This design comes from an exercise in tuning for small area, a short achievable clock period and few clock cycles per item on the open sky130 flow, not from production work.
In this exercise RTL edits were held to simulation tests only and were not proved equivalent to the original.

==> 04-06 <==
Design keypad_press_autorepeat, start of the top module:
module keypad_press_autorepeat #(
    parameter int ROWS = 8,
    parameter int COLS = 8
) (
    input  logic                          clk,
    input  logic                          rst_n,
    input  logic                          s_tvalid,
    output logic                          s_tready,
    input  logic [kpa_pkg::S_TDATA_W-1:0] s_tdata,
    input  logic [1:0]                    s_tuser,
    output logic                          m_tvalid,
    input  logic                          m_tready,
    output logic [kpa_pkg::M_TDATA_W-1:0] m_tdata,
    output logic                          m_tuser,
    output logic                          m_tlast,
    input  logic                          cfg_valid,
    output logic                          cfg_ready,
    input  logic [kpa_pkg::CFG_IDX_W-1:0] cfg_index,
    input  logic [kpa_pkg::KEY_VEC_W-1:0] cfg_data
);
Settings: LEC_CHECK=0, CAP_MARGIN=20, CORE_MARGIN=2, CORE_UTILIZATION=40, CTS_CLUSTER_DIAMETER=120, CTS_CLUSTER_SIZE=24, SLEW_MARGIN=20, TNS_END_PERCENT=5; clock period 10.0 ns.
standard.sh (not shown) runs the stock make flow with config.mk's settings and CLKGATE_MAP_FILE= SYNTH_SCRIPT=/design/flow/synth_recipe.tcl, a recipe that flattens the netlist after the stock synthesis.
==> flow/flow/run.sh <==
#!/bin/bash
set -o pipefail
export SETUP_SLACK_MARGIN=7
export BUFFER_PORTS_ARGS="-buffer_cell sky130_fd_sc_hd__buf_4"
bash standard.sh > standard.log 2>&1
==> inputs of 04-10, as changes to 04-06 <==
--- a/flow/design.v
+++ b/flow/design.v
@@ -31,19 +31,21 @@
     assign q_item      = head_reg;
     assign push        = s_tvalid && ready_reg;
     assign head_v_next = push || (head_v_reg && !q_pop);
     always_ff @(posedge clk or negedge rst_n)
     begin
         if (!rst_n)
+        begin
             head_v_reg <= 1'b0;
+            ready_reg  <= 1'b0;
+        end
         else
+        begin
             head_v_reg <= head_v_next;
-    end
-    always_ff @(posedge clk)
-    begin
-        ready_reg <= !head_v_next || q_pop_next;
+            ready_reg  <= !head_v_next || q_pop_next;
+        end
     end
     always_ff @(posedge clk)
     begin
         if (ready_reg)
             head_reg <= in_item;
     end
@@ -106,15 +108,14 @@
     assign q_req = q_item[NK+TW+2:NK+TW+1];
     logic [NK-1:0] ui_held_reg, game_held_reg, armed_reg;
     logic          adv;
     logic          out_load;
     logic [1:0]    skid_n_reg;
     logic [8:0]    skid_reg [3];
-    logic          out_v_reg, out_empty_reg;
+    logic          out_v_reg;
     logic [8:0]    out_reg;        
-    logic [8:0]    out_next;
     logic          emit_v;
     logic [8:0]    emit_beat;
     assign adv = (skid_n_reg == 2'd0);
     logic          r_v_reg, r_first_reg, r_last_reg, r_ui_reg, r_any_reg;
     logic [NK-1:0] r_rem_reg, r_cand_reg;
     logic [TW-1:0] r_t_reg;
@@ -249,13 +250,12 @@
     logic [TW-1:0] b_t_reg, b_rd_reg, b_wdata_reg;
     logic          b_same_reg, b_byp_late_reg, b_late;
     logic [TW-1:0] b_diff, b_wdata, a_byp_diff;
     logic          b_fire, b_we;
     logic          wb_v_reg;
     logic [5:0]    wb_idx_reg;
-    logic [NK-1:0] wb_sel_reg;
     logic [TW-1:0] wb_data_reg;
     always_comb
     begin
         a_rdata = '0;
         for (int k = 0; k < NK; k++)
             a_rdata = a_rdata | (dl_reg[k] & {TW{a_h_reg[k]}});
@@ -294,29 +294,30 @@
     assign a_byp_diff = a_t_reg - b_wdata_reg;
     assign b_diff     = b_t_reg - b_rd_reg;
     assign b_late     = (b_same_reg && wb_v_reg) ? b_byp_late_reg : b_diff[TW-1];
     assign b_fire     = b_v_reg && b_key_reg && (!b_cand_reg || !b_late);
     assign b_we    = b_fire && b_ui_reg;
     assign b_wdata = b_wdata_reg;
-    always_ff @(posedge clk)
+    always_ff @(posedge clk or negedge rst_n)
     begin
-        wb_v_reg <= b_we;
+        if (!rst_n)
+            wb_v_reg <= 1'b0;
+        else
+            wb_v_reg <= b_we;
     end
     always_ff @(posedge clk)
     begin
         begin
             wb_idx_reg  <= b_idx_reg;
-            for (int k = 0; k < NK; k++)
-                wb_sel_reg[k] <= (b_idx_reg == 6'(k));
             wb_data_reg <= b_wdata;
         end
     end
     always_ff @(posedge clk)
     begin
         for (int k = 0; k < NK; k++)
-            if (wb_v_reg && wb_sel_reg[k])
+            if (wb_v_reg && (wb_idx_reg == 6'(k)))
                 dl_reg[k] <= wb_data_reg;
     end
     logic       open_reg, done_reg, pend_v_reg, open_any_reg;
     logic [5:0] pend_idx_reg;
     always_comb
     begin
@@ -378,27 +379,25 @@
             if (b_first_reg)
                 open_any_reg <= b_any_reg;
             if (b_fire)
                 pend_idx_reg <= b_idx_reg;
         end
     end
-    assign out_load = out_empty_reg || m_tready;
+    assign out_load = !out_v_reg || m_tready;
     always_ff @(posedge clk or negedge rst_n)
     begin
         if (!rst_n)
         begin
-            out_v_reg     <= 1'b0;
-            out_empty_reg <= 1'b1;
-            skid_n_reg    <= 2'd0;
+            out_v_reg  <= 1'b0;
+            skid_n_reg <= 2'd0;
         end
         else
         begin
             if (out_load)
             begin
-                out_v_reg     <= (skid_n_reg != 2'd0) || emit_v;
-                out_empty_reg <= (skid_n_reg == 2'd0) && !emit_v;
+                out_v_reg <= (skid_n_reg != 2'd0) || emit_v;
                 if ((skid_n_reg != 2'd0) && !emit_v)
                     skid_n_reg <= skid_n_reg - 2'd1;
             end
             else if (emit_v)
             begin
                 skid_n_reg <= skid_n_reg + 2'd1;
@@ -406,13 +405,13 @@
         end
     end
     always_ff @(posedge clk)
     begin
         if (out_load)
         begin
-            out_reg <= out_next;
+            out_reg <= (skid_n_reg != 2'd0) ? skid_reg[0] : emit_beat;
             skid_reg[0] <= (skid_n_reg == 2'd1) ? emit_beat : skid_reg[1];
             skid_reg[1] <= (skid_n_reg == 2'd2) ? emit_beat : skid_reg[2];
             skid_reg[2] <= emit_beat;
         end
         else
         begin
@@ -421,13 +420,12 @@
             if (skid_n_reg == 2'd1)
                 skid_reg[1] <= emit_beat;
             if (skid_n_reg == 2'd2)
                 skid_reg[2] <= emit_beat;
         end
     end
-    assign out_next = (skid_n_reg != 2'd0) ? skid_reg[0] : emit_beat;
     assign m_tvalid = out_v_reg;
     assign m_tuser  = out_reg[8];
     assign m_tlast  = out_reg[7];
     assign m_tdata  = {1'b0, out_reg[6:0]};
 endmodule
 module keypad_press_autorepeat #(
--- a/flow/config.mk
+++ b/flow/config.mk
@@ -5,10 +5,8 @@
 export SDC_FILE = /design/flow/constraint.sdc
 export NUM_CORES = 4
 export LEC_CHECK = 0
 export CAP_MARGIN = 20
 export CORE_MARGIN = 2
 export CORE_UTILIZATION = 40
-export CTS_CLUSTER_DIAMETER = 120
-export CTS_CLUSTER_SIZE = 24
 export SLEW_MARGIN = 20
 export TNS_END_PERCENT = 5
==> impl_metrics.ini <==
[power]
pg_seq_mw = 18.5
clk-power_mw = 7.01

[logic_synthesis]
netlist_top_cells_count = edfxtp_1, a22o_1, a221oi_1, dfxtp_1, dfrtp_1

[worst_setup_path]
cp_top_family = flip-flops
path_depth = 1

[status]
outcome = complete, no violations
-- figures above: 04-06

==> impl_metrics.ini <==
[cells_and_area]
area_growth_pct = 16.5

[worst_setup_path]
cp_top_family = simple AND/OR/NAND/NOR gates
path_depth = 3
crit_buf_inv = 1

[power]
pg_seq_mw = 18.4

[status]
outcome = complete, no violations
-- figures above: 04-10

Testbench counts of 04-06, summed over its fixed seeds: cycles 5,797, requests 3,200.
Testbench counts of 04-10, summed over its fixed seeds: cycles 5,797, requests 3,200.

[static timing again, ports no longer ideal]
Ports are ideal in the flow. The routed layouts listed here were re-timed in OpenROAD.
Step 1: set_driving_cell puts a clkbuf_16 on clk and a buf_2 on each other input, an assumption about the parent block.
Step 2 times the ports against the registers' clock, not the clock port: input delays grow and output delays shrink by t, the midpoint of the rising clock arrivals with the driver on.
a / b / c = no drivers / after step 1 / after step 2; a / b = the first two.
| run | shift t [ns] | setup slack, ns | hold WS [ns] | latest minus earliest clock arrival (ns) | worst slew at a driven data input, ns |
|---|---|---|---|---|---|
| 04-06 | 0.958 | 6.539 / 6.447 / 6.278 | 0.336 / 0.336 / 0.336 | 0.102 / 0.101 | 0.08 |
| 04-10 | 0.971 | 6.384 / 6.384 / 5.829 | 0.327 / 0.327 / 0.327 | 0.103 / 0.103 | 0.07 |
After both steps every run listed still meets setup and hold. For 04-10, which loses most, drivers alone change the setup slack by 0.000 ns; drivers and shift together by -0.555 ns.
